Source: an optimization exercise on an open RTL-to-GDS flow (aim: small area, a short achievable clock period and few clock cycles per item). Production flows keep margins and buffers that such runs may drop. The RTL was checked by simulation tests, not by an equivalence proof against the original design. Power figures rest on the tool's default switching activity, not on a simulated workload.

--- flow/config.mk ---
export PLATFORM = sky130hd
export DESIGN_NAME = unison_polyblep_saw_oscillator
export DESIGN_NICKNAME = unison_polyblep_saw_oscillator
export VERILOG_FILES = /design/flow/design.v
export SDC_FILE = /design/flow/constraint.sdc
export NUM_CORES = 4
export LEC_CHECK = 0
export CAP_MARGIN = 20
export CORE_MARGIN = 2
export CORE_UTILIZATION = 40
export PLACE_DENSITY = 0.6
export SETUP_SLACK_MARGIN = 5
export SLEW_MARGIN = 20
--- flow/constraint.sdc ---
create_clock -name core_clock -period 12.5 [get_ports {clk}]
set_input_delay 2.5000 -clock core_clock [delete_from_list [all_inputs] [get_ports {clk}]]
set_output_delay 2.5000 -clock core_clock [all_outputs]
set_load 0.01 [all_outputs]
--- flow/design.v ---
package ups_pkg;
  localparam int MAX_VOICES = 5;
  localparam int PHASE_BITS = 32;
  localparam int VOICE_W    = $clog2(MAX_VOICES);
  localparam int CNT_W      = $clog2(MAX_VOICES + 1);
  localparam int SUM_W      = PHASE_BITS + 8;
  localparam int DIV_CNT_W  = $clog2(SUM_W);
  localparam int OUT_W      = 16;
  localparam int OUT_SHIFT  = PHASE_BITS - (OUT_W - 1);
  localparam int RECIP_FRAC = 16;
  localparam int CFG_IDX_W  = 3;
  localparam int CFG_DATA_W = 32;
  localparam int COUNT_W    = 3;
  localparam logic [PHASE_BITS-1:0] BLEP_WIDTH_RST = PHASE_BITS'(39370533);
  localparam logic [31:0]           BLEP_RECIP_RST = 32'd7149335;
  localparam logic [COUNT_W-1:0]    VOICE_COUNT_RST = COUNT_W'(1);
  localparam logic [PHASE_BITS-1:0] INCREMENT_RST  = PHASE_BITS'(39370533);
  typedef enum logic [CFG_IDX_W-1:0] {
    REG_BLEP_WIDTH  = 3'd0,
    REG_BLEP_RECIP  = 3'd1,
    REG_VOICE_COUNT = 3'd2,
    REG_INC_ZERO    = 3'd3,
    REG_INC_ONE     = 3'd4,
    REG_INC_TWO     = 3'd5,
    REG_INC_THREE   = 3'd6,
    REG_INC_FOUR    = 3'd7
  } cfg_reg_t;
endpackage
import ups_pkg::*;
module unison_polyblep_saw_oscillator (
  input  logic                         clk,
  input  logic                         rst,
  input  logic                         in_valid,
  output logic                         in_ready,
  input  logic                         restart,
  output logic                         out_valid,
  input  logic                         out_ready,
  output logic signed [OUT_W-1:0]      sample_out,
  input  logic                         cfg_valid,
  output logic                         cfg_ready,
  input  logic        [CFG_IDX_W-1:0]  cfg_index,
  input  logic        [CFG_DATA_W-1:0] cfg_data
);
  localparam int NV = MAX_VOICES;
  localparam int YW = 37;                  
  localparam int XW = 32 + YW;             
  function automatic logic [XW-1:0] booth_k();
    logic [XW-1:0] k;
    k = '0;
    for (int i = 0; i < 17; i++) k = k - (XW'(1) << (33 + 2*i));
    booth_k = k;
  endfunction
  localparam logic [XW-1:0] BOOTH_K = booth_k();
  function automatic logic lt32(input logic [31:0] a, input logic [31:0] b);
    logic [31:0] l, e;
    l = ~a & b;
    e = ~(a ^ b);
    for (int w = 1; w < 32; w = w * 2) begin
      for (int i = 0; i < 32; i = i + 2 * w) begin
        l[i] = l[i+w] | (e[i+w] & l[i]);
        e[i] = e[i+w] & e[i];
      end
    end
    lt32 = l[0];
  endfunction
  function automatic logic [3:0] div_step(input logic [2:0] r, input logic b,
                                          input logic [5:1] n);
    logic q, r2, r1, r0;
    q  = (n[1] & b) | (n[2] & r[0]) | (n[3] & (r[1] | (r[0] & b))) | (n[4] & r[1]) |
         (n[5] & (r[2] | (r[1] & (r[0] | b))));
    r2 = n[5] & ((r[1] & ~r[0] & ~b) | (r[2] & b));
    r1 = (n[3] & ((r[0] & ~b) | (r[1] & b))) | (n[4] & r[0]) |
         (n[5] & ((r[0] & (~r[1] | b)) | (r[2] & ~b)));
    r0 = (n[2] & b) | (n[3] & ((~r[1] & ~r[0] & b) | (r[1] & ~b))) | (n[4] & b) |
         (n[5] & ((~r[2] & ~r[1] & b) | (((r[1] & r[0]) | r[2]) & ~b)));
    div_step = {q, r2, r1, r0};
  endfunction
  logic [31:0]   blep_width;
  logic [31:0]   blep_recip;
  logic [31:0]   increment [NV];
  logic [NV-1:0] act;                      
  logic [2:0]    nv;                       
  logic [5:1]    n1h;                      
  logic [31:0] phase [NV];
  logic [1:0]  qn;
  logic [1:0]  qr;
  logic          fv;                       
  logic [NV-1:0] fnz;                      
  logic [NV-1:0] pend;                     
  logic          last_p;                   
  logic          mv, msq, mno;             
  logic [31:0]   ma, mb;                   
  logic          bv, bsq, bno;             
  logic [XW-1:0] gs, gc;                   
  logic [31:0]   tq0, tq1;                 
  logic          tq0_no, tq1_no;
  logic [1:0]    tq_n;
  logic [YW-1:0] acc;                      
  logic          s2v, s3v;
  logic [YW-1:0] zs;                       
  logic [9:0]    y3;                       
  logic [2:0]    r3;                       
  logic [5:0]    q3;                       
  logic          neg3, big3;               
  assign in_ready  = (qn != 2'd2);
  assign cfg_ready = 1'b1;
  logic accept, head, head_rs;
  assign accept  = in_valid & in_ready;
  assign head    = (qn != 2'd0);
  assign head_rs = qr[0];
  logic s3_move, s2_move, s2_free;
  assign s3_move = s3v & (~out_valid | out_ready);
  assign s2_move = s2v & (~s3v | s3_move);
  assign s2_free = ~s2v | s2_move;
  logic eng_idle, ready_int, complete, load_flags;
  assign eng_idle   = (pend == '0) & (tq_n == 2'd0) & ~mv & ~bv;
  assign ready_int  = head & fv & (head_rs | eng_idle);
  assign complete   = ready_int & s2_free;
  assign load_flags = complete | ~fv;
  logic [31:0]   p_new [NV];
  logic [31:0]   neg_w;
  logic [NV-1:0] nz_c, no_c, win_c;
  assign neg_w = -blep_width;
  always_comb begin
    for (int v = 0; v < NV; v++) begin
      p_new[v] = ((ready_int & head_rs) ? 32'd0 : phase[v]) +
                 ((ready_int & act[v]) ? increment[v] : 32'd0);
      nz_c[v]  = act[v] & lt32(p_new[v], blep_width);
      no_c[v]  = act[v] & ~nz_c[v] & (blep_width != '0) & lt32(neg_w, p_new[v]);
    end
    win_c = nz_c | no_c;
  end
  logic [NV-1:0] new_v, cur_v;
  logic [31:0]   new_a, cur_a;
  logic          new_no, cur_no;
  always_comb begin
    new_v  = win_c & (~win_c + NV'(1));
    cur_v  = pend & (~pend + NV'(1));
    new_a  = '0;
    new_no = 1'b0;
    cur_a  = '0;
    cur_no = 1'b0;
    for (int v = 0; v < NV; v++) begin
      if (new_v[v]) begin
        new_a  = nz_c[v] ? p_new[v] : ~p_new[v];
        new_no = ~nz_c[v];
      end
      if (cur_v[v]) begin
        cur_a  = fnz[v] ? phase[v] : ~phase[v];
        cur_no = ~fnz[v];
      end
    end
  end
  logic [XW-1:0] ma_r [19];
  logic [XW-1:0] ma_s, ma_c;
  always_comb begin
    logic [34:0] bx;
    logic [2:0]  g;
    logic [32:0] m;
    logic        ng;
    logic [33:0] pp;
    logic [XW-1:0] corr;
    bx   = {2'b00, mb, 1'b0};
    corr = '0;
    for (int i = 0; i < 17; i++) begin
      g = bx[2*i +: 3];
      case (g)
        3'b001, 3'b010, 3'b101, 3'b110: m = {1'b0, ma};
        3'b011, 3'b100:                 m = {ma, 1'b0};
        default:                        m = '0;
      endcase
      ng = g[2] & ~(g[1] & g[0]);
      pp = ng ? ~{1'b0, m} : {1'b0, m};
      ma_r[i] = XW'({~pp[33], pp[32:0]}) << (2*i);
      corr[2*i] = ng;
    end
    ma_r[17] = corr;
    ma_r[18] = msq ? XW'({ma, 1'b1}) : (mno ? XW'(blep_recip) : XW'(0));
  end
  logic [68:0] ma_l0_0s, ma_l0_0c;
  logic [68:0] ma_l0_1s, ma_l0_1c;
  logic [68:0] ma_l0_2s, ma_l0_2c;
  logic [68:0] ma_l0_3s, ma_l0_3c;
  logic [68:0] ma_l0_4s, ma_l0_4c;
  logic [68:0] ma_l0_5s, ma_l0_5c;
  logic [68:0] ma_l1_0s, ma_l1_0c;
  logic [68:0] ma_l1_1s, ma_l1_1c;
  logic [68:0] ma_l1_2s, ma_l1_2c;
  logic [68:0] ma_l1_3s, ma_l1_3c;
  logic [68:0] ma_l2_0s, ma_l2_0c;
  logic [68:0] ma_l2_1s, ma_l2_1c;
  logic [68:0] ma_l2_2s, ma_l2_2c;
  logic [68:0] ma_l3_0s, ma_l3_0c;
  logic [68:0] ma_l3_1s, ma_l3_1c;
  logic [68:0] ma_l4_0s, ma_l4_0c;
  logic [68:0] ma_l5_0s, ma_l5_0c;
  assign ma_l0_0s = ma_r[0] ^ ma_r[1] ^ ma_r[2];
  assign ma_l0_0c = ((ma_r[0] & ma_r[1]) | (ma_r[0] & ma_r[2]) | (ma_r[1] & ma_r[2])) << 1;
  assign ma_l0_1s = ma_r[3] ^ ma_r[4] ^ ma_r[5];
  assign ma_l0_1c = ((ma_r[3] & ma_r[4]) | (ma_r[3] & ma_r[5]) | (ma_r[4] & ma_r[5])) << 1;
  assign ma_l0_2s = ma_r[6] ^ ma_r[7] ^ ma_r[8];
  assign ma_l0_2c = ((ma_r[6] & ma_r[7]) | (ma_r[6] & ma_r[8]) | (ma_r[7] & ma_r[8])) << 1;
  assign ma_l0_3s = ma_r[9] ^ ma_r[10] ^ ma_r[11];
  assign ma_l0_3c = ((ma_r[9] & ma_r[10]) | (ma_r[9] & ma_r[11]) | (ma_r[10] & ma_r[11])) << 1;
  assign ma_l0_4s = ma_r[12] ^ ma_r[13] ^ ma_r[14];
  assign ma_l0_4c = ((ma_r[12] & ma_r[13]) | (ma_r[12] & ma_r[14]) | (ma_r[13] & ma_r[14])) << 1;
  assign ma_l0_5s = ma_r[15] ^ ma_r[16] ^ ma_r[17];
  assign ma_l0_5c = ((ma_r[15] & ma_r[16]) | (ma_r[15] & ma_r[17]) | (ma_r[16] & ma_r[17])) << 1;
  assign ma_l1_0s = ma_l0_0s ^ ma_l0_0c ^ ma_l0_1s;
  assign ma_l1_0c = ((ma_l0_0s & ma_l0_0c) | (ma_l0_0s & ma_l0_1s) | (ma_l0_0c & ma_l0_1s)) << 1;
  assign ma_l1_1s = ma_l0_1c ^ ma_l0_2s ^ ma_l0_2c;
  assign ma_l1_1c = ((ma_l0_1c & ma_l0_2s) | (ma_l0_1c & ma_l0_2c) | (ma_l0_2s & ma_l0_2c)) << 1;
  assign ma_l1_2s = ma_l0_3s ^ ma_l0_3c ^ ma_l0_4s;
  assign ma_l1_2c = ((ma_l0_3s & ma_l0_3c) | (ma_l0_3s & ma_l0_4s) | (ma_l0_3c & ma_l0_4s)) << 1;
  assign ma_l1_3s = ma_l0_4c ^ ma_l0_5s ^ ma_l0_5c;
  assign ma_l1_3c = ((ma_l0_4c & ma_l0_5s) | (ma_l0_4c & ma_l0_5c) | (ma_l0_5s & ma_l0_5c)) << 1;
  assign ma_l2_0s = ma_l1_0s ^ ma_l1_0c ^ ma_l1_1s;
  assign ma_l2_0c = ((ma_l1_0s & ma_l1_0c) | (ma_l1_0s & ma_l1_1s) | (ma_l1_0c & ma_l1_1s)) << 1;
  assign ma_l2_1s = ma_l1_1c ^ ma_l1_2s ^ ma_l1_2c;
  assign ma_l2_1c = ((ma_l1_1c & ma_l1_2s) | (ma_l1_1c & ma_l1_2c) | (ma_l1_2s & ma_l1_2c)) << 1;
  assign ma_l2_2s = ma_l1_3s ^ ma_l1_3c ^ ma_r[18];
  assign ma_l2_2c = ((ma_l1_3s & ma_l1_3c) | (ma_l1_3s & ma_r[18]) | (ma_l1_3c & ma_r[18])) << 1;
  assign ma_l3_0s = ma_l2_0s ^ ma_l2_0c ^ ma_l2_1s;
  assign ma_l3_0c = ((ma_l2_0s & ma_l2_0c) | (ma_l2_0s & ma_l2_1s) | (ma_l2_0c & ma_l2_1s)) << 1;
  assign ma_l3_1s = ma_l2_1c ^ ma_l2_2s ^ ma_l2_2c;
  assign ma_l3_1c = ((ma_l2_1c & ma_l2_2s) | (ma_l2_1c & ma_l2_2c) | (ma_l2_2s & ma_l2_2c)) << 1;
  assign ma_l4_0s = ma_l3_0s ^ ma_l3_0c ^ ma_l3_1s;
  assign ma_l4_0c = ((ma_l3_0s & ma_l3_0c) | (ma_l3_0s & ma_l3_1s) | (ma_l3_0c & ma_l3_1s)) << 1;
  assign ma_l5_0s = ma_l4_0s ^ ma_l4_0c ^ ma_l3_1c;
  assign ma_l5_0c = ((ma_l4_0s & ma_l4_0c) | (ma_l4_0s & ma_l3_1c) | (ma_l4_0c & ma_l3_1c)) << 1;
  assign ma_s = ma_l5_0s;
  assign ma_c = ma_l5_0c;
  logic [XW-1:0] m_x;
  logic [31:0]   t_clamp;
  assign m_x = gs + gc + BOOTH_K + (bsq ? {acc ^ {YW{bno}}, 32'd0} : XW'(0));
  assign t_clamp = (|m_x[63:48]) ? 32'hFFFF_FFFF : m_x[47:16];
  logic b_pos, s_avail, p_avail, pick_s, pick_p, tq_pop, tq_push;
  logic [1:0] outst;
  assign b_pos   = bv & ~bsq;
  assign s_avail = (tq_n != 2'd0) | b_pos;
  assign p_avail = (pend != '0);
  assign outst   = tq_n + 2'(b_pos) + 2'(mv & ~msq);
  assign pick_s  = s_avail & (last_p | ~p_avail);
  assign pick_p  = ~pick_s & p_avail & (outst < 2'd2);
  assign tq_pop  = ~load_flags & pick_s & (tq_n != 2'd0);
  assign tq_push = ~load_flags & b_pos & ~(pick_s & (tq_n == 2'd0));
  logic [YW-1:0] z_new;
  always_comb begin
    if (head_rs) z_new = ((blep_width != '0) ? YW'({nv, 32'd0}) : '0) + YW'({nv, 16'd0});
    else         z_new = (act[0] ? YW'({phase[0], 1'b0}) : '0) +
                         (act[1] ? YW'({phase[1], 1'b0}) : '0) +
                         (act[2] ? YW'({phase[2], 1'b0}) : '0) +
                         (act[3] ? YW'({phase[3], 1'b0}) : '0) +
                         (act[4] ? YW'({phase[4], 1'b0}) : '0) +
                         acc + YW'({nv, 16'd0});
  end
  logic        sneg, cin;
  logic [19:0] y;
  logic [2:0]  r2;
  logic [5:0]  q2;
  always_comb begin
    logic signed [4:0] zt;
    zt = $signed(zs[YW-1:32]);
    if (zt < $signed({2'b00, nv}))       sneg = 1'b1;
    else if (zt > $signed({2'b00, nv}))  sneg = 1'b0;
    else                                 sneg = (zs[31:19] == '0) && (zs[18:16] < nv);
    cin = sneg && (&zs[16:3]) && ({1'b0, zs[2:0]} >= 4'd9 - {1'b0, nv});
    y   = zs[YW-1:17] + 20'(cin);
    r2  = y[18:16];
    for (int i = 15; i >= 10; i--) begin
      {q2[i-10], r2} = div_step(r2, y[i], n1h);
    end
  end
  logic [2:0]  r4;
  logic [9:0]  q4;
  logic [15:0] smp;
  always_comb begin
    r4 = r3;
    for (int i = 9; i >= 0; i--) begin
      {q4[i], r4} = div_step(r4, y3[i], n1h);
    end
    if (neg3)      smp = 16'h8000;
    else if (big3) smp = 16'h7FFF;
    else           smp = {~q3[5], q3[4:0], q4};
  end
  always_ff @(posedge clk) begin
    if (rst) begin
      blep_width <= BLEP_WIDTH_RST;
      blep_recip <= BLEP_RECIP_RST;
      act        <= 5'b00001;
      nv         <= 3'd1;
      n1h        <= 5'b00001;
      for (int v = 0; v < NV; v++) begin
        increment[v] <= INCREMENT_RST;
        phase[v]     <= '0;
      end
      qn        <= '0;
      fv        <= 1'b0;
      pend      <= '0;
      mv        <= 1'b0;
      bv        <= 1'b0;
      tq_n      <= '0;
      s2v       <= 1'b0;
      s3v       <= 1'b0;
      out_valid <= 1'b0;
    end else begin
      if (cfg_valid) begin
        case (cfg_index)
          3'd0: blep_width <= cfg_data;
          3'd1: blep_recip <= cfg_data;
          3'd2: begin
            case (cfg_data[2:0])
              3'd0, 3'd1: begin nv <= 3'd1; n1h <= 5'b00001; act <= 5'b00001; end
              3'd2:       begin nv <= 3'd2; n1h <= 5'b00010; act <= 5'b00011; end
              3'd3:       begin nv <= 3'd3; n1h <= 5'b00100; act <= 5'b00111; end
              3'd4:       begin nv <= 3'd4; n1h <= 5'b01000; act <= 5'b01111; end
              default:    begin nv <= 3'd5; n1h <= 5'b10000; act <= 5'b11111; end
            endcase
          end
          default: increment[cfg_index - 3'd3] <= cfg_data;
        endcase
      end
      fv <= ~cfg_valid;
      case ({accept, complete})
        2'b10:   qn <= qn + 2'd1;
        2'b01:   qn <= qn - 2'd1;
        default: ;
      endcase
      if (complete) begin
        for (int v = 0; v < NV; v++) phase[v] <= p_new[v];
      end
      if (load_flags) begin
        pend <= win_c & ~new_v;
        mv   <= (win_c != '0);
        bv   <= 1'b0;
        tq_n <= '0;
      end else begin
        if (pick_p) pend <= pend & ~cur_v;
        mv <= pick_s | pick_p;
        bv <= mv;
        tq_n <= tq_n + 2'(tq_push) - 2'(tq_pop);
      end
      if (complete)     s2v <= 1'b1;
      else if (s2_move) s2v <= 1'b0;
      if (s2_move)      s3v <= 1'b1;
      else if (s3_move) s3v <= 1'b0;
      if (s3_move)        out_valid <= 1'b1;
      else if (out_ready) out_valid <= 1'b0;
    end
  end
  always_ff @(posedge clk) begin
    case ({accept, complete})
      2'b10: if (qn == 2'd0) qr[0] <= restart; else qr[1] <= restart;
      2'b01: qr[0] <= qr[1];
      2'b11: begin
        if (qn == 2'd1) qr[0] <= restart;
        else begin qr[0] <= qr[1]; qr[1] <= restart; end
      end
      default: ;
    endcase
    gs  <= ma_s;
    gc  <= ma_c;
    bsq <= msq;
    bno <= mno;
    if (load_flags) begin
      fnz    <= nz_c;
      last_p <= 1'b1;
      ma     <= new_a;
      mb     <= blep_recip;
      msq    <= 1'b0;
      mno    <= new_no;
    end else if (pick_s) begin
      last_p <= 1'b0;
      ma     <= (tq_n != 2'd0) ? tq0 : ~t_clamp;
      mb     <= (tq_n != 2'd0) ? tq0 : ~t_clamp;
      msq    <= 1'b1;
      mno    <= (tq_n != 2'd0) ? tq0_no : bno;
    end else if (pick_p) begin
      last_p <= 1'b1;
      ma     <= cur_a;
      mb     <= blep_recip;
      msq    <= 1'b0;
      mno    <= cur_no;
    end
    case ({tq_push, tq_pop})
      2'b10: begin
        if (tq_n == 2'd0) begin tq0 <= ~t_clamp; tq0_no <= bno; end
        else              begin tq1 <= ~t_clamp; tq1_no <= bno; end
      end
      2'b01: begin
        tq0 <= tq1; tq0_no <= tq1_no;
      end
      2'b11: begin
        if (tq_n == 2'd1) begin tq0 <= ~t_clamp; tq0_no <= bno; end
        else begin
          tq0 <= tq1; tq0_no <= tq1_no;
          tq1 <= ~t_clamp; tq1_no <= bno;
        end
      end
      default: ;
    endcase
    if (load_flags)     acc <= '0;
    else if (bv & bsq)  acc <= m_x[XW-1:32] ^ {YW{bno}};
    if (complete) zs <= z_new;
    if (s2_move) begin
      y3   <= y[9:0];
      r3   <= r2;
      q3   <= q2;
      neg3 <= y[19];
      big3 <= (y[19:16] >= {1'b0, nv});
    end
    if (s3_move) sample_out <= smp;
  end
endmodule
--- flow/run.sh ---
#!/bin/bash
# synth_recipe.tcl (not shown) runs the flow's synth.tcl, then flattens the netlist and writes it again
# the make line also repeats each setting of config.mk as NAME=value (left out here)
make -C /OpenROAD-flow-scripts/flow DESIGN_CONFIG=/design/flow/config.mk WORK_HOME=/design/flow/orfs CLKGATE_MAP_FILE= SYNTH_SCRIPT=/design/flow/synth_recipe.tcl finish
==> metrics.md, run 1 <==
| Metric | Value |
|---|---|
| Largest net degree at the start of global routing | `91` |
| Full die area | `around 220000 um2` |
| Final hold vios | `0` |
| Synth warn | `4` |
| Placed Instance Area | `about 92000 um2` |
| Synthesized area per cell | `~8.9 um2` |
| Drt drc | `0` |
| Crit Reg-Reg Startpoint | `pend[4]` |
| Clock Path Buffers | `3` |
| PD cells | `about 280 nW/um2` |
| Final hold slack | `0.4666 ns` |
| R2R setup slack | `roughly 4.5 ns` |
| Peak Freq | `roughly 120 MHz` |
| H-tree levels | `3` |
| Max VDD drop | `a little over 0.6 mV` |
| Max Cap Viol | `0` |
| TritonRoute pass-1 iters | `8` |
| Kind of critical path | `reg2reg` |
| Routed Antenna Nets | `0` |
| Die Span Y | `around 470 um` |
| Total global-route track usage | `0.3404` |
| Remaining Overflow, GRT | `0` |
| Setup Skew | `between 0.06 and 0.07 ns` |
| Ports | `60` |
| CTS Buf Count | `a little under 100` |
| PortBufs | `58` |
| CP max stage cell | `o211ai_1` |
| Main flop type after synthesis | `dfxtp_1` |
| First-pass GRT wire length | `approximately 560000 um` |
| Post-route non-filler standard cell count | `between 10k and 15k` |
| Skew-Pair Late Insertion Delay | `around 0.8 ns` |
| Crit Path Max Fanout | `7` |
| Syn_nets | `about 12k` |
| Core area | `about 220000 um2` |
| Final wirelength | `~390000 um` |
| WL per Instance | `slightly above 30 um` |
| Gate Count Post-Synth | `between 9k and 10k` |
| Initial antenna violation count | `31` |
| Initial cell density of the core | `0.4029` |
| R2r worst-path depth | `40` |
| Most frequent CP cell | `and2_4` |
| Clk root buf | `clkbuf_16` |
| Relative slew slack | `0.1855` |
| Reg clk slew, reported paths | `0.06 ns` |
| Max Slew Vio Count | `0` |
| Final instance area | `101000 um2` |
| Status | `timing/DRC/antenna clean` |
| Crit path from | `pend[4]` |
| Post-synth EDFFs | `~370` |
| RSZ-0062 raised after global routing | `yes` |
| Post-layout min period | `~8 ns` |
| Area Overhead vs Synth | `15.18%` |
| Setup violators final | `0` |
| Seq/Total Area, Yosys | `0.2227` |
| Final period utilization | `0.6406` |
| Seq cells post-synth | `790` |
| Worst setup SP type | `flop` |
| Gp weighted congestion | `1.026` |
| # nets final | `11.55k` |
| CTS tree | `done` |
| Dpl hpwl | `~280000 um` |
| Cell variety after synth | `110` |
| Worst Max-Slew Pin Slew | `1.218 ns` |
| Via count | `~78k` |
| First DRT Iteration DRCs | `~8.8k` |
| Cells after DPL | `between 10k and 15k` |
| Crit path capture | `ma[5]` |
| Vias per cell | `~6.0` |
| P_leak | `about 44 nW` |
| Number of global-route vias before repair | `around 76k` |
| Critical path arrival | `~8.5 ns` |
| Hold Path Class | `reg2reg` |
| Crit path required time | `13.02 ns` |
| Cell Rows | `approximately 170` |
| Die X | `~470 um` |
| Share of synthesized registers carrying an async set or reset | `0` |
| Final setup TNS | `0 ns` |
| Fraction of layout cells with a size suffix above 1 | `0.1238` |
| Max incr delay on CP | `approximately 0.5 ns` |
| Syn Std Cell Area | `slightly below 90000 um2` |
| Worst R2R End | `ma[5]` |
| Worst Setup End Kind | `flop` |
| Clock Sinks | `between 700 and 800` |
-- power by group --
part	leakage, nW	switching [mW]	internal [mW]
combinational	35.2	13.0	8.54
sequential	7.03	0.218	3.49
clock	1.68	1.35	1.83
-- Yosys cell counts, types with 274 or more instances --
master,number,area share
nand2_1,807,0.035
o21ai_0,351,0.020
dfxtp_1,419,0.096
and2_1,412,0.029
xor2_1,274,0.027
clkbuf_1,556,0.024
edfxtp_1,371,0.13
inv_1,998,0.043
xnor2_1,773,0.077
ha_1,955,0.14
nor2_1,509,0.022
fa_1,667,0.15
a21oi_1,524,0.030
a22oi_1,491,0.042
-- repair_timing --
item	CTS	global route
pin swaps	180	147
setup endpoints to repair	64	121
hold buffers	0	0
gates resized for setup	431	189
cloned	19	2
buffers inserted	175	85
-- routing by layer --
metal / up-vias / track usage / share of wire
met1: 38790 / 0.4493 / 0.40
li1: 33720 / - / -
met2: 4131 / 0.5269 / 0.44
met4: 14 / 0.1928 / 0.069
met3: 984 / 0.05764 / 0.088
met5: - / 0 / 0.00024
-- worst max-delay path: cells and delay by family, from the launching register on --
family / cells / cell delay [ns]
fa+ha+maj: 3 / 0.68
compound gates: 18 / 3.49
buf+inv: 3 / 0.47
simple gates: 15 / 2.55
flops: 1 / 0.35
xor+xnor: 1 / 0.16
-- cell usage in the layout, fill, tap and decap left out, types with 48 or more instances in the layout --
cell	count
nand4_1	48
or3_1	71
clkbuf_16	104
a22oi_1	491
o21ai_0	284
dfxtp_1	405
a21o_1	107
xnor2_1	727
inv_1	980
a21oi_1	462
buf_4	420
fa_1	663
o21a_1	69
nand2_1	793
nand2b_1	133
nor2_1	477
and3_1	151
a21oi_2	53
ha_1	924
nand3_1	83
nor3_1	99
a211oi_1	59
xor2_1	252
o211ai_1	48
clkdlybuf4s50_1	55
edfxtp_1	371
nor2b_1	89
and2_1	400
-- through the flow --
| step | setup slack, ns | total power, mW | utilization |
|---|---|---|---|
| finish | 4.493 | 28.40 | 0.4641 |
| global route | 4.219 | 31.06 | 0.4640 |
| CTS | 4.562 | 28.07 | 0.4561 |
| detailed placement | 2.023 | 24.05 | 0.4219 |
| global placement | 2.273 | 24.21 | 0.4217 |
| floorplan | 4.824 | 16.19 | - |
-- sequential cells by signal, indices dropped and copies added, names as in the netlist, 37 cells and up --
signal / flops
increment: 160
phase: 160
gc: 65
gs: 65
acc: 37
zs: 37
-- kinds of logic after synthesis --
family	after synthesis	share of synthesized area
other	1	0.00004277
xor gates and xnor gates	1047	0.1046
AOI/OAI and AO/OA	2123	0.1623
muxes	55	0.006536
and+or+nand+nor	2574	0.1451
adders and majority gates	1622	0.2886
DFF	790	0.2227
buffers and inverters	1626	0.07011
-- final cells by class --
class / instances / area (um2)
Tap cell: 2854 / 3571
Sequential cell: 790 / 19570
Fill cell: 20660 / 116600
Clock buffer: 131 / 2784
Timing Repair Buffer: 567 / 5280
Clock inverter: 56 / 716.9
Inverter: 1001 / 3777
Multi-Input combinational cell: 7431 / 65250
Antenna cell: 14 / 35.03
-- worst min-delay path by stage --
stage          cells past startpoint           to   startpoint  slack [ns]
2_1_floorplan                      0          bsq          msq        0.36
3_3_place_gp                       2       n1h[3]       n1h[3]        0.44
3_5_place_dp                       2  phase[0][1]  phase[0][1]        0.45
4_1_cts                            2  phase[0][1]  phase[0][1]        0.46
5_1_grt                            2       n1h[3]       n1h[3]        0.48
6_report                           2  phase[0][1]  phase[0][1]        0.47
Testbench counts, summed over its fixed seeds: cycles 10,890, samples 4,608.
==> run 2: changes to the inputs <==
--- a/flow/design.v
+++ b/flow/design.v
@@ -65,13 +65,48 @@
   endfunction
-  function automatic logic [3:0] div_step(input logic [2:0] r, input logic b,
+  function automatic logic [4:0] div_step(input logic [2:0] r, input logic [1:0] d,
                                           input logic [5:1] n);
-    logic q, r2, r1, r0;
-    q  = (n[1] & b) | (n[2] & r[0]) | (n[3] & (r[1] | (r[0] & b))) | (n[4] & r[1]) |
-         (n[5] & (r[2] | (r[1] & (r[0] | b))));
-    r2 = n[5] & ((r[1] & ~r[0] & ~b) | (r[2] & b));
-    r1 = (n[3] & ((r[0] & ~b) | (r[1] & b))) | (n[4] & r[0]) |
-         (n[5] & ((r[0] & (~r[1] | b)) | (r[2] & ~b)));
-    r0 = (n[2] & b) | (n[3] & ((~r[1] & ~r[0] & b) | (r[1] & ~b))) | (n[4] & b) |
-         (n[5] & ((~r[2] & ~r[1] & b) | (((r[1] & r[0]) | r[2]) & ~b)));
-    div_step = {q, r2, r1, r0};
+    logic [4:0] t3, t5;
+    case ({r, d})
+      5'b00000: t3 = 5'b00000;
+      5'b00001: t3 = 5'b00001;
+      5'b00010: t3 = 5'b00010;
+      5'b00011: t3 = 5'b01000;
+      5'b00100: t3 = 5'b01001;
+      5'b00101: t3 = 5'b01010;
+      5'b00110: t3 = 5'b10000;
+      5'b00111: t3 = 5'b10001;
+      5'b01000: t3 = 5'b10010;
+      5'b01001: t3 = 5'b11000;
+      5'b01010: t3 = 5'b11001;
+      5'b01011: t3 = 5'b11010;
+      default: t3 = '0;
+    endcase
+    case ({r, d})
+      5'b00000: t5 = 5'b00000;
+      5'b00001: t5 = 5'b00001;
+      5'b00010: t5 = 5'b00010;
+      5'b00011: t5 = 5'b00011;
+      5'b00100: t5 = 5'b00100;
+      5'b00101: t5 = 5'b01000;
+      5'b00110: t5 = 5'b01001;
+      5'b00111: t5 = 5'b01010;
+      5'b01000: t5 = 5'b01011;
+      5'b01001: t5 = 5'b01100;
+      5'b01010: t5 = 5'b10000;
+      5'b01011: t5 = 5'b10001;
+      5'b01100: t5 = 5'b10010;
+      5'b01101: t5 = 5'b10011;
+      5'b01110: t5 = 5'b10100;
+      5'b01111: t5 = 5'b11000;
+      5'b10000: t5 = 5'b11001;
+      5'b10001: t5 = 5'b11010;
+      5'b10010: t5 = 5'b11011;
+      5'b10011: t5 = 5'b11100;
+      default: t5 = '0;
+    endcase
+    div_step = ({5{n[1]}} & {d, 3'b000}) |
+               ({5{n[2]}} & {r[0], d[1], 2'b00, d[0]}) |
+               ({5{n[3]}} & t3) |
+               ({5{n[4]}} & {r[1:0], 1'b0, d}) |
+               ({5{n[5]}} & t5);
   endfunction
@@ -98,8 +133,4 @@
   logic [YW-1:0] acc;                      
-  logic          s2v, s3v;
+  logic          s2v;
   logic [YW-1:0] zs;                       
-  logic [9:0]    y3;                       
-  logic [2:0]    r3;                       
-  logic [5:0]    q3;                       
-  logic          neg3, big3;               
   assign in_ready  = (qn != 2'd2);
@@ -110,8 +141,7 @@
   assign head_rs = qr[0];
-  logic s3_move, s2_move, s2_free;
-  assign s3_move = s3v & (~out_valid | out_ready);
-  assign s2_move = s2v & (~s3v | s3_move);
+  logic s2_move, s2_free;
+  assign s2_move = s2v & (~out_valid | out_ready);
   assign s2_free = ~s2v | s2_move;
   logic eng_idle, ready_int, complete, load_flags;
-  assign eng_idle   = (pend == '0) & (tq_n == 2'd0) & ~mv & ~bv;
+  assign eng_idle   = (pend == '0) & (tq_n == 2'd0) & ~mv & (~bv | bsq);
   assign ready_int  = head & fv & (head_rs | eng_idle);
@@ -125,4 +155,4 @@
     for (int v = 0; v < NV; v++) begin
-      p_new[v] = ((ready_int & head_rs) ? 32'd0 : phase[v]) +
-                 ((ready_int & act[v]) ? increment[v] : 32'd0);
+      p_new[v] = ((fv & head_rs) ? 32'd0 : phase[v]) +
+                 ((fv & act[v]) ? increment[v] : 32'd0);
       nz_c[v]  = act[v] & lt32(p_new[v], blep_width);
@@ -246,16 +276,19 @@
   assign tq_push = ~load_flags & b_pos & ~(pick_s & (tq_n == 2'd0));
-  logic [YW-1:0] z_new;
+  logic [YW-1:0] acc_init, z_new;
+  assign acc_init = (act[0] ? YW'({p_new[0], 1'b0}) : '0) +
+                    (act[1] ? YW'({p_new[1], 1'b0}) : '0) +
+                    (act[2] ? YW'({p_new[2], 1'b0}) : '0) +
+                    (act[3] ? YW'({p_new[3], 1'b0}) : '0) +
+                    (act[4] ? YW'({p_new[4], 1'b0}) : '0) +
+                    YW'({nv, 16'd0});
   always_comb begin
-    if (head_rs) z_new = ((blep_width != '0) ? YW'({nv, 32'd0}) : '0) + YW'({nv, 16'd0});
-    else         z_new = (act[0] ? YW'({phase[0], 1'b0}) : '0) +
-                         (act[1] ? YW'({phase[1], 1'b0}) : '0) +
-                         (act[2] ? YW'({phase[2], 1'b0}) : '0) +
-                         (act[3] ? YW'({phase[3], 1'b0}) : '0) +
-                         (act[4] ? YW'({phase[4], 1'b0}) : '0) +
-                         acc + YW'({nv, 16'd0});
+    if (head_rs)        z_new = ((blep_width != '0) ? YW'({nv, 32'd0}) : '0) + YW'({nv, 16'd0});
+    else if (bv & bsq)  z_new = m_x[XW-1:32] ^ {YW{bno}};
+    else                z_new = acc;
   end
-  logic        sneg, cin;
-  logic [19:0] y;
-  logic [2:0]  r2;
-  logic [5:0]  q2;
+  logic        sneg, cin, neg, big, inc;
+  logic [19:0] y0;
+  logic [2:0]  rm;
+  logic [15:0] q0, q1;
+  logic [15:0] smp;
   always_comb begin
@@ -267,19 +300,14 @@
     cin = sneg && (&zs[16:3]) && ({1'b0, zs[2:0]} >= 4'd9 - {1'b0, nv});
-    y   = zs[YW-1:17] + 20'(cin);
-    r2  = y[18:16];
-    for (int i = 15; i >= 10; i--) begin
-      {q2[i-10], r2} = div_step(r2, y[i], n1h);
-    end
-  end
-  logic [2:0]  r4;
-  logic [9:0]  q4;
-  logic [15:0] smp;
-  always_comb begin
-    r4 = r3;
-    for (int i = 9; i >= 0; i--) begin
-      {q4[i], r4} = div_step(r4, y3[i], n1h);
+    y0  = zs[YW-1:17];
+    rm  = y0[18:16];
+    for (int i = 7; i >= 0; i--) begin
+      {q0[2*i+1 -: 2], rm} = div_step(rm, y0[2*i+1 -: 2], n1h);
     end
-    if (neg3)      smp = 16'h8000;
-    else if (big3) smp = 16'h7FFF;
-    else           smp = {~q3[5], q3[4:0], q4};
+    inc = cin & (rm == nv - 3'd1);
+    q1  = q0 + 16'(inc);
+    neg = y0[19];
+    big = (y0[19:16] >= {1'b0, nv}) | (inc & (&q0));
+    if (neg)      smp = 16'h8000;
+    else if (big) smp = 16'h7FFF;
+    else          smp = {~q1[15], q1[14:0]};
   end
@@ -303,3 +331,2 @@
       s2v       <= 1'b0;
-      s3v       <= 1'b0;
       out_valid <= 1'b0;
@@ -344,5 +371,3 @@
       else if (s2_move) s2v <= 1'b0;
-      if (s2_move)      s3v <= 1'b1;
-      else if (s3_move) s3v <= 1'b0;
-      if (s3_move)        out_valid <= 1'b1;
+      if (s2_move)        out_valid <= 1'b1;
       else if (out_ready) out_valid <= 1'b0;
@@ -401,13 +426,6 @@
     endcase
-    if (load_flags)     acc <= '0;
+    if (load_flags)     acc <= acc_init;
     else if (bv & bsq)  acc <= m_x[XW-1:32] ^ {YW{bno}};
     if (complete) zs <= z_new;
-    if (s2_move) begin
-      y3   <= y[9:0];
-      r3   <= r2;
-      q3   <= q2;
-      neg3 <= y[19];
-      big3 <= (y[19:16] >= {1'b0, nv});
-    end
-    if (s3_move) sample_out <= smp;
+    if (s2_move) sample_out <= smp;
   end
==> run 2 against run 1 <==
Critical endpoint is now ma[7]. First-iteration DRC count decreased by 5.0%. Sequential cell count fell by 13. Design area grew 2.9%. Area after synthesis about the same. Register-to-register slack lost 0.75 ns. Setup slack got worse by 0.75 ns. Critical path type unchanged. Still clean.
==> metrics.md, run 2 <==
| Metric | Value |
|---|---|
| Fraction of layout cells with a size suffix above 1 | `0.1587` |
| Die Span Y | `~470 um` |
| Seq cells post-synth | `~780` |
| PortBufs | `slightly below 60` |
| First DRT Iteration DRCs | `approximately 8.4k` |
| GR Util met2 | `0.4968` |
| Die X | `about 470 um` |
| Seq/Total Area, Yosys | `0.2174` |
| Clk root buf | `clkbuf_16` |
| Routed Antenna Nets | `0` |
| Synth warn | `4` |
| Top-area cell type share of the netlist area | `0.1450` |
| Share of synthesized registers carrying an async set or reset | `0` |
| Worst setup SP type | `flop` |
| Final hold vios | `0` |
| Critical path arrival | `9.36 ns` |
| CTS tree | `done` |
| TritonRoute pass-1 iters | `6` |
| Max VDD drop | `0.5884 mV` |
| Setup violators final | `0` |
| WL per Instance | `between 20 and 30 um` |
| Gate Count Post-Synth | `approximately 10k` |
| Synthesized area per cell | `slightly below 9 um2` |
| Count leader, synth | `inv_1` |
| Kind of critical path | `reg2reg` |
| Commonest cells after routing, fill and taps aside | `inv_1 (985), ha_1 (949), nand2_1 (931)` |
| Max Cap Viol | `0` |
| Total global-route track usage | `0.3117` |
| Final setup TNS | `0 ns` |
| Top cells by count, synth | `inv_1 (1004), ha_1 (991), nand2_1 (963)` |
| Full die area | `222900 um2` |
| Setup Skew | `around 0.067 ns` |
| GR peak layer | `met2` |
| Worst R2R End | `ma[7]` |
| Placed Instance Area | `around 92000 um2` |
| Largest net degree at the start of global routing | `approximately 140` |
| Relative slew slack | `0.1434` |
| First-pass GRT wire length | `around 520000 um` |
| Final instance area | `103900 um2` |
| CTS Buf Count | `97` |
| Clock Sinks | `777` |
| Commonest non-fill, non-tap cell in the layout | `inv_1` |
| Post-synth EDFFs | `350` |
| Gp weighted congestion | `about 1` |
| Crit Path Max Fanout | `6` |
| Area Overhead vs Synth | `18.55%` |
| CP max stage cell | `or3_4` |
| Syn Std Cell Area | `around 90000 um2` |
| Vias per cell | `around 6` |
| Remaining Overflow, GRT | `0` |
| Largest regs | `increment (160), phase (160)` |
| Core area | `around 220000 um2` |
| Area leader, netlist | `fa_1` |
| Drt drc | `0` |
| R2R setup slack | `3.75 ns` |
| Max incr delay on CP | `0.46 ns` |
| R2r worst-path depth | `44` |
| Clock Path Buffers | `3` |
| Final wirelength | `approximately 360000 um` |
| Status | `timing/DRC/antenna clean` |
| Ports | `60` |
| PD cells | `about 240 nW/um2` |
| Crit Reg-Reg Startpoint | `fv` |
| Reg clk slew, reported paths | `approximately 0.06 ns` |
| Main flop type after synthesis | `dfxtp_1` |
| Max Slew Vio Count | `0` |
| Crit path required time | `about 13 ns` |
| Crit path capture | `ma[7]` |
| Most frequent CP cell | `a21oi_2` |
| P_leak | `between 40 and 50 nW` |
| RSZ-0062 raised after global routing | `yes` |
| Crit path from | `fv` |
| Top cells by area, synth | `fa_1 (15%), ha_1 (14%), edfxtp_1 (12%)` |
| Initial cell density of the core | `0.4029` |
| Final period utilization | `0.7003` |
| Number of global-route vias before repair | `between 70k and 80k` |
| Hold Path Class | `reg2reg` |
| Dpl hpwl | `250300 um` |
| H-tree levels | `3` |
| Worst hold path startpoint | `phase[0][19]` |
| Initial antenna violation count | `21` |
| Peak Freq | `roughly 110 MHz` |
| Cell variety after synth | `approximately 120` |
| # nets final | `approximately 12k` |
| Post-layout min period | `roughly 8.8 ns` |
| Skew-Pair Late Insertion Delay | `between 0.7 and 0.8 ns` |
| Syn_nets | `approximately 12k` |
| Worst Setup End Kind | `flop` |
| GRT met3 Usage | `0.06167` |
| Worst Max-Slew Pin Slew | `approximately 1.3 ns` |
| GRT met1 Usage | `0.3926` |
| Cell Rows | `171` |
| Via count | `around 79k` |
| Final hold slack | `0.4486 ns` |
run 2: changes by cell type after synthesis, moves of 23 or more:
cell / delta
o21bai_1: +32
o31ai_1: -31
o21a_1: +74
fa_1: -32
a211oi_1: -41
nor2_1: -40
nand3_1: +48
a211o_1: +23
xor2_1: -69
and2_1: -42
nand2_1: +156
ha_1: +36
run 2: where the power goes:
part | switching (mW) | internal (mW) | leakage, nW | total (mW)
registers | 0.182 | 3.36 | 6.91 | 3.54
logic | 10.8 | 7.12 | 35.6 | 17.9
clock network | 1.28 | 1.78 | 1.64 | 3.06
total | 12.2 | 12.3 | 44.2 | 24.5
run 2: worst min path at each step:
| stage | endpoint | slack, ns | depth (start not counted) |
|---|---|---|---|
| 2_1_floorplan | bsq | 0.36 | 0 |
| 3_3_place_gp | phase[0][22] | 0.44 | 2 |
| 3_5_place_dp | phase[0][22] | 0.44 | 2 |
| 4_1_cts | phase[0][22] | 0.45 | 2 |
| 5_1_grt | phase[0][17] | 0.47 | 2 |
| 6_report | phase[0][19] | 0.45 | 2 |
run 2: layer usage:
metal | vias to the layer above | routed length, um
met5 | - | 99
met4 | 14 | 25100
met3 | 1133 | 34060
met2 | 4228 | 161600
met1 | 38900 | 140300
li1 | 34560 | -
run 2: repair_timing:
item                       in CTS  in global routing
pin swaps                     267                287
gates resized for setup       613                329
gates cloned                   23                 10
hold buffers                    0                  0
setup buffers                 250                147
setup endpoints to repair     185                180
run 2: area by class of cell:
| cell class | count | area [um2] |
|---|---|---|
| fill | 20360 | 113700 |
| multi-input combinational | 7579 | 67520 |
| sequential | 777 | 19090 |
| timing repair buffer | 709 | 6509 |
| inverter | 1008 | 3816 |
| tap | 2854 | 3571 |
| clock buffer | 128 | 2659 |
| clock inverter | 55 | 748.2 |
| antenna | 7 | 17.52 |
run 2: metrics by stage:
| stage | cells | worst slack [ns] | total power [mW] | utilization |
|---|---|---|---|---|
| 2_1_floorplan | 9985 | 4.388 | 14.03 | - |
| 3_3_place_gp | 12500 | 1.194 | 20.36 | 0.4225 |
| 3_5_place_dp | 12500 | 1.427 | 20.56 | 0.4226 |
| 4_1_cts | 12950 | 3.988 | 24.09 | 0.4638 |
| 5_1_grt | 13110 | 3.541 | 26.58 | 0.4775 |
| 6_report | 13120 | 3.747 | 24.49 | 0.4776 |
run 2: cell families (layout without fill, tap and decap cells):
| kind of cell | after synthesis | count (layout) | synth area share |
|---|---|---|---|
| flip-flops | 777 | 777 | 0.2174 |
| adder cells (fa/ha/maj) | 1626 | 1626 | 0.2865 |
| other | 1 | 8 | 0.00004278 |
| XOR/XNOR | 981 | 981 | 0.09801 |
| AO/OA/AOI/OAI | 2209 | 2210 | 0.1693 |
| multiplexers | 66 | 66 | 0.007893 |
| buffers and inverters | 1646 | 1900 | 0.07119 |
| AND/OR/NAND/NOR | 2679 | 2695 | 0.1497 |
run 2: worst max-delay path, delay by kind of cell, from the launching register on:
| family | cells | cell delay, ns |
|---|---|---|
| adder cells (fa/ha/maj) | 2 | 0.63 |
| flip-flops | 1 | 0.43 |
| buffers and inverters | 6 | 0.78 |
| AND/OR/NAND/NOR | 8 | 1.74 |
| AO/OA/AOI/OAI | 27 | 4.72 |
| XOR/XNOR | 1 | 0.27 |
Testbench counts of run 2, summed over its fixed seeds: cycles 10,053, samples 4,608.
==> run 3: changes to the inputs <==
--- a/flow/design.v
+++ b/flow/design.v
@@ -126,9 +126,11 @@
   logic          mv, msq, mno;             
-  logic [31:0]   ma, mb;                   
+  logic [31:0]   ma;                       
+  logic [31:0]   mb;
   logic          bv, bsq, bno;             
   logic [XW-1:0] gs, gc;                   
-  logic [31:0]   tq0, tq1;                 
-  logic          tq0_no, tq1_no;
-  logic [1:0]    tq_n;
+  logic [31:0]   tq0;                      
+  logic          tq0_no;
+  logic          tq_n;
   logic [YW-1:0] acc;                      
+  logic          fc;                       
   logic          s2v;
@@ -145,3 +147,3 @@
   logic eng_idle, ready_int, complete, load_flags;
-  assign eng_idle   = (pend == '0) & (tq_n == 2'd0) & ~mv & (~bv | bsq);
+  assign eng_idle   = (pend == '0) & ~tq_n & ~mv & (~bv | bsq);
   assign ready_int  = head & fv & (head_rs | eng_idle);
@@ -183,2 +185,3 @@
   end
+  assign mb = msq ? ma : blep_recip;
   logic [XW-1:0] ma_r [19];
@@ -269,18 +272,19 @@
   assign b_pos   = bv & ~bsq;
-  assign s_avail = (tq_n != 2'd0) | b_pos;
+  assign s_avail = tq_n | b_pos;
   assign p_avail = (pend != '0);
-  assign outst   = tq_n + 2'(b_pos) + 2'(mv & ~msq);
-  assign pick_s  = s_avail & (last_p | ~p_avail);
+  assign outst   = 2'(tq_n) + 2'(b_pos) + 2'(mv & ~msq);
+  assign pick_s  = s_avail & (last_p | ~p_avail | (tq_n & b_pos));
   assign pick_p  = ~pick_s & p_avail & (outst < 2'd2);
-  assign tq_pop  = ~load_flags & pick_s & (tq_n != 2'd0);
-  assign tq_push = ~load_flags & b_pos & ~(pick_s & (tq_n == 2'd0));
-  logic [YW-1:0] acc_init, z_new;
-  assign acc_init = (act[0] ? YW'({p_new[0], 1'b0}) : '0) +
-                    (act[1] ? YW'({p_new[1], 1'b0}) : '0) +
-                    (act[2] ? YW'({p_new[2], 1'b0}) : '0) +
-                    (act[3] ? YW'({p_new[3], 1'b0}) : '0) +
-                    (act[4] ? YW'({p_new[4], 1'b0}) : '0) +
-                    YW'({nv, 16'd0});
+  assign tq_pop  = ~load_flags & pick_s & tq_n;
+  assign tq_push = ~load_flags & b_pos & ~(pick_s & ~tq_n);
+  logic [YW-1:0] psum, z_new;
+  assign psum = (act[0] ? YW'({phase[0], 1'b0}) : '0) +
+                (act[1] ? YW'({phase[1], 1'b0}) : '0) +
+                (act[2] ? YW'({phase[2], 1'b0}) : '0) +
+                (act[3] ? YW'({phase[3], 1'b0}) : '0) +
+                (act[4] ? YW'({phase[4], 1'b0}) : '0) +
+                YW'({nv, 16'd0});
   always_comb begin
     if (head_rs)        z_new = ((blep_width != '0) ? YW'({nv, 32'd0}) : '0) + YW'({nv, 16'd0});
+    else if (fc)        z_new = psum;
     else if (bv & bsq)  z_new = m_x[XW-1:32] ^ {YW{bno}};
@@ -327,5 +331,6 @@
       pend      <= '0;
+      fc        <= 1'b0;
       mv        <= 1'b0;
       bv        <= 1'b0;
-      tq_n      <= '0;
+      tq_n      <= 1'b0;
       s2v       <= 1'b0;
@@ -358,2 +363,3 @@
       end
+      fc <= load_flags;
       if (load_flags) begin
@@ -362,3 +368,3 @@
         bv   <= 1'b0;
-        tq_n <= '0;
+        tq_n <= 1'b0;
       end else begin
@@ -367,3 +373,3 @@
         bv <= mv;
-        tq_n <= tq_n + 2'(tq_push) - 2'(tq_pop);
+        tq_n <= (tq_n & ~tq_pop) | tq_push;
       end
@@ -393,3 +399,2 @@
       ma     <= new_a;
-      mb     <= blep_recip;
       msq    <= 1'b0;
@@ -398,6 +403,5 @@
       last_p <= 1'b0;
-      ma     <= (tq_n != 2'd0) ? tq0 : ~t_clamp;
-      mb     <= (tq_n != 2'd0) ? tq0 : ~t_clamp;
+      ma     <= tq_n ? tq0 : ~t_clamp;
       msq    <= 1'b1;
-      mno    <= (tq_n != 2'd0) ? tq0_no : bno;
+      mno    <= tq_n ? tq0_no : bno;
     end else if (pick_p) begin
@@ -405,3 +409,2 @@
       ma     <= cur_a;
-      mb     <= blep_recip;
       msq    <= 1'b0;
@@ -409,20 +412,7 @@
     end
-    case ({tq_push, tq_pop})
-      2'b10: begin
-        if (tq_n == 2'd0) begin tq0 <= ~t_clamp; tq0_no <= bno; end
-        else              begin tq1 <= ~t_clamp; tq1_no <= bno; end
-      end
-      2'b01: begin
-        tq0 <= tq1; tq0_no <= tq1_no;
-      end
-      2'b11: begin
-        if (tq_n == 2'd1) begin tq0 <= ~t_clamp; tq0_no <= bno; end
-        else begin
-          tq0 <= tq1; tq0_no <= tq1_no;
-          tq1 <= ~t_clamp; tq1_no <= bno;
-        end
-      end
-      default: ;
-    endcase
-    if (load_flags)     acc <= acc_init;
+    if (tq_push) begin
+      tq0    <= ~t_clamp;
+      tq0_no <= bno;
+    end
+    if (fc)             acc <= psum;
     else if (bv & bsq)  acc <= m_x[XW-1:32] ^ {YW{bno}};
==> run 3 against run 2 <==
Die area fell by 2.3%. Synthesized cell count fell by 1.8%. Largest cell class unchanged. Wire length up 8.8%. Design area fell by 3.2%. Register-to-register slack worse by 0.15 ns. Sequential power decreased by 11%. Via count rose by 0.29%. Global-route usage up 3.9 points. Critical path depth down 12. Combinational power is 17% lower. Still clean on timing, DRC and antenna. Highest routed layer unchanged. Non-clock buffer count decreased by 10. Utilization is 0.42 points lower.
==> metrics.md, run 3 <==
| Metric | Value |
|---|---|
| Worst Setup End Kind | `flop` |
| CTS Buf Count | `slightly below 90` |
| Ports | `60` |
| Vias per cell | `approximately 6.1` |
| Fraction of layout cells with a size suffix above 1 | `0.1449` |
| Full die area | `~220000 um2` |
| TritonRoute pass-1 iters | `9` |
| Synthesized area per cell | `approximately 8.7 um2` |
| R2R setup slack | `~3.6 ns` |
| Compound-cell area share of the yosys netlist | `0.1754` |
| Final hold vios | `0` |
| PortBufs | `58` |
| Initial antenna violation count | `between 40 and 50` |
| Max Slew Vio Count | `0` |
| CTS tree | `done` |
| WL per Instance | `between 30 and 40 um` |
| Post-route non-filler standard cell count | `between 10k and 15k` |
| Cell Rows | `169` |
| Largest net degree at the start of global routing | `75` |
| Remaining Overflow, GRT | `0` |
| Clk root buf | `clkbuf_16` |
| Peak Freq | `about 110 MHz` |
| Worst setup SP type | `flop` |
| Reg clk slew, reported paths | `roughly 0.070 ns` |
| Clock Sinks | `slightly above 700` |
| Crit Reg-Reg Startpoint | `blep_width[2]` |
| Hold Path Class | `reg2reg` |
| Crit path from | `blep_width[2]` |
| Crit path buf inv count | `3` |
| RSZ-0062 raised after global routing | `yes` |
| Top cells by area, synth | `fa_1 (15%), ha_1 (14%), edfxtp_1 (10%)` |
| Skew-Pair Late Insertion Delay | `roughly 0.78 ns` |
| Max VDD drop | `about 0.67 mV` |
| Status | `timing/DRC/antenna clean` |
| Setup Skew | `about 0.065 ns` |
| Drt drc | `0` |
| Cell variety after synth | `between 100 and 150` |
| Post-synth EDFFs | `285` |
| Relative slew slack | `0.1636` |
| Final period utilization | `0.7124` |
| Count leader, synth | `inv_1` |
| Worst Max-Slew Pin Slew | `between 1 and 1.5 ns` |
| First-pass GRT wire length | `556900 um` |
| Seq cells post-synth | `between 700 and 800` |
| Gp weighted congestion | `around 1.0` |
| Max Cap Viol | `0` |
| Routed Antenna Nets | `0` |
| Post-synthesis mux area share | `0.01639` |
| Top cells by count, synth | `inv_1 (995), ha_1 (976), nand2_1 (667)` |
| Kind of critical path | `reg2reg` |
| Syn_nets | `11.46k` |
| Main flop type after synthesis | `dfxtp_1` |
| Worst hold path startpoint | `last_p` |
| Final setup TNS | `0 ns` |
| Area Overhead vs Synth | `17.45%` |
| Clock Path Buffers | `3` |
| Combinational family with the most area after synthesis | `adder cells` |
| Most frequent CP cell | `nand2b_1` |
| Util after Layout | `0.4734` |
| P_leak | `44.70 nW` |
| Die X | `roughly 470 um` |
| Power Total | `20.77 mW` |
| Dpl hpwl | `around 280000 um` |
| Cells after DPL | `approximately 12k` |
| Critical path arrival | `between 9 and 10 ns` |
| Setup violators final | `0` |
| Initial cell density of the core | `0.4031` |
| Die Span Y | `roughly 470 um` |
| Simple-Gate Fraction of Synth Area | `0.1434` |
| Largest regs | `increment (160), phase (160)` |
| Crit path required time | `13.13 ns` |
| CP max stage cell | `or4_4` |
| Final wirelength | `~390000 um` |
| Commonest non-fill, non-tap cell in the layout | `inv_1` |
| XOR/XNOR Fraction of Synth Area | `0.1019` |
| Syn Std Cell Area | `85660 um2` |
| Core area | `between 200000 and 250000 um2` |
| Seq/Total Area, Yosys | `0.1997` |
| PD cells | `206.5 nW/um2` |
| Commonest cells after routing, fill and taps aside | `inv_1 (980), ha_1 (952), nand2_1 (648)` |
| Final hold slack | `between 0.4 and 0.5 ns` |
| H-tree levels | `3` |
| Post-synthesis adder-cell area fraction | `0.2909` |
| # nets final | `around 12k` |
| Share of synthesized registers carrying an async set or reset | `0` |
| Area leader, netlist | `fa_1` |
| First DRT Iteration DRCs | `9698` |
| Gate Count Post-Synth | `roughly 10k` |
| Number of global-route vias before repair | `between 70k and 80k` |
| Top-area cell type share of the netlist area | `0.1484` |
| Via count | `79.06k` |
| Post-layout min period | `roughly 8.9 ns` |
| CP delay by family, top | `simple AND/OR/NAND/NOR gates` |
| Synth warn | `4` |
| Max incr delay on CP | `around 0.61 ns` |
| Crit Path Max Fanout | `10` |
| Total global-route track usage | `0.3508` |
[run 3: cell types whose count changed in the layout (fill, tap and decap cells not counted), moves of 67 or more]
cell,change
a21oi_1,+67
a22oi_1,-170
nand2_1,-283
nor2_1,+122
o21ai_0,-91
o22ai_1,+102
xnor2_1,-145
xor2_1,+182
[run 3: worst paths after layout]
check | end | cells past startpoint
max | ma[2] | 32
min | last_p | 2
max reg2reg | ma[2] | 32
min reg2reg | last_p | 2
[run 3: layout make-up]
| type | instances | area (um2) |
|---|---|---|
| Inverter | 1001 | 3774 |
| Clock inverter | 40 | 551.8 |
| Tap cell | 2821 | 3530 |
| Clock buffer | 123 | 2464 |
| Timing Repair Buffer | 699 | 6459 |
| Sequential cell | 712 | 17140 |
| Fill cell | 20000 | 111900 |
| Multi-Input combinational cell | 7472 | 66640 |
| Antenna cell | 20 | 50.05 |
[run 3: cells by family after synthesis]
logic type               Yosys count
AND/OR/NAND/NOR                 2492
multiplexers                     134
other                              1
buffers and inverters           1631
AO/OA/AOI/OAI                   2230
XOR/XNOR                         997
adder cells (fa/ha/maj)         1611
flip-flops                       712
[run 3: per-layer routing]
metal,share of wire,global-route usage
met3,0.10,0.08067
met1,0.39,0.4487
met4,0.082,0.2318
met2,0.43,0.5276
met5,0.00045,0
[run 3: per-stage QoR]
stage               cell area [um2]  setup slack (ns)
finish                       100600             3.595
global placement              89920             1.502
CTS                           97530             3.572
floorplan                     86280             4.292
global route                 100600             3.368
detailed placement            89930             1.462
[run 3: power by group]
group / internal, mW / switching (mW)
Combinational: 5.59 / 9.24
Sequential: 2.95 / 0.202
Clock: 1.58 / 1.21
Total: 10.1 / 10.7
[run 3: what timing repair did]
action / in CTS / in global routing
hold buffers: 0 / 0
resized for setup: 443 / 346
buffers inserted: 238 / 151
cloned: 18 / 6
pin swaps: 174 / 283
endpoints found under the setup margin: 118 / 101
[run 3: worst register-to-register path, delay by kind of cell, from the launching register on]
kind	cells	cell delay [ns]
xor gates and xnor gates	1	0.60
adders and majority gates	1	0.25
buffers and inverters	3	0.61
and+or+nand+nor	19	5.54
DFF	1	0.47
AOI/OAI and AO/OA	8	1.33
Testbench counts of run 3, summed over its fixed seeds: cycles 10,053, samples 4,608.

-- afterwards: timing with drivers on the ports --
How much do the figures lean on ideal ports? The routed layouts below were timed once more, with nothing changed but the port constraints. Step 1 sets driving cells, clkbuf_16 on the clock port and buf_2 on the other inputs (assumed; they add their load-dependent delay and slew). Step 2 adds t to the input delays and takes it off the output delays; t is the mean of the earliest and latest rising clock arrival at the registers after step 1. Input paths then give back, and output paths get back, about the clock's delay inside the block. Slacks: ideal ports / drivers / drivers and shift; pairs: ideal ports / drivers.
run | t (ns) | slack for setup (ns) | clock arrival spread, ns | slew at the worst register clock pin (ns)
run 1 | 0.863 | 4.493 / 4.493 / 4.083 | 0.062 / 0.063 | 0.07 / 0.07
run 2 | 0.831 | 3.747 / 3.747 / 3.747 | 0.071 / 0.072 | 0.07 / 0.07
run 3 | 0.847 | 3.595 / 3.595 / 3.595 | 0.066 / 0.066 | 0.07 / 0.07
After both steps setup and hold are still met in every run listed. The setup slack of run 1, which loses most, moves by 0.000 ns with the drivers and by -0.410 ns with both steps.
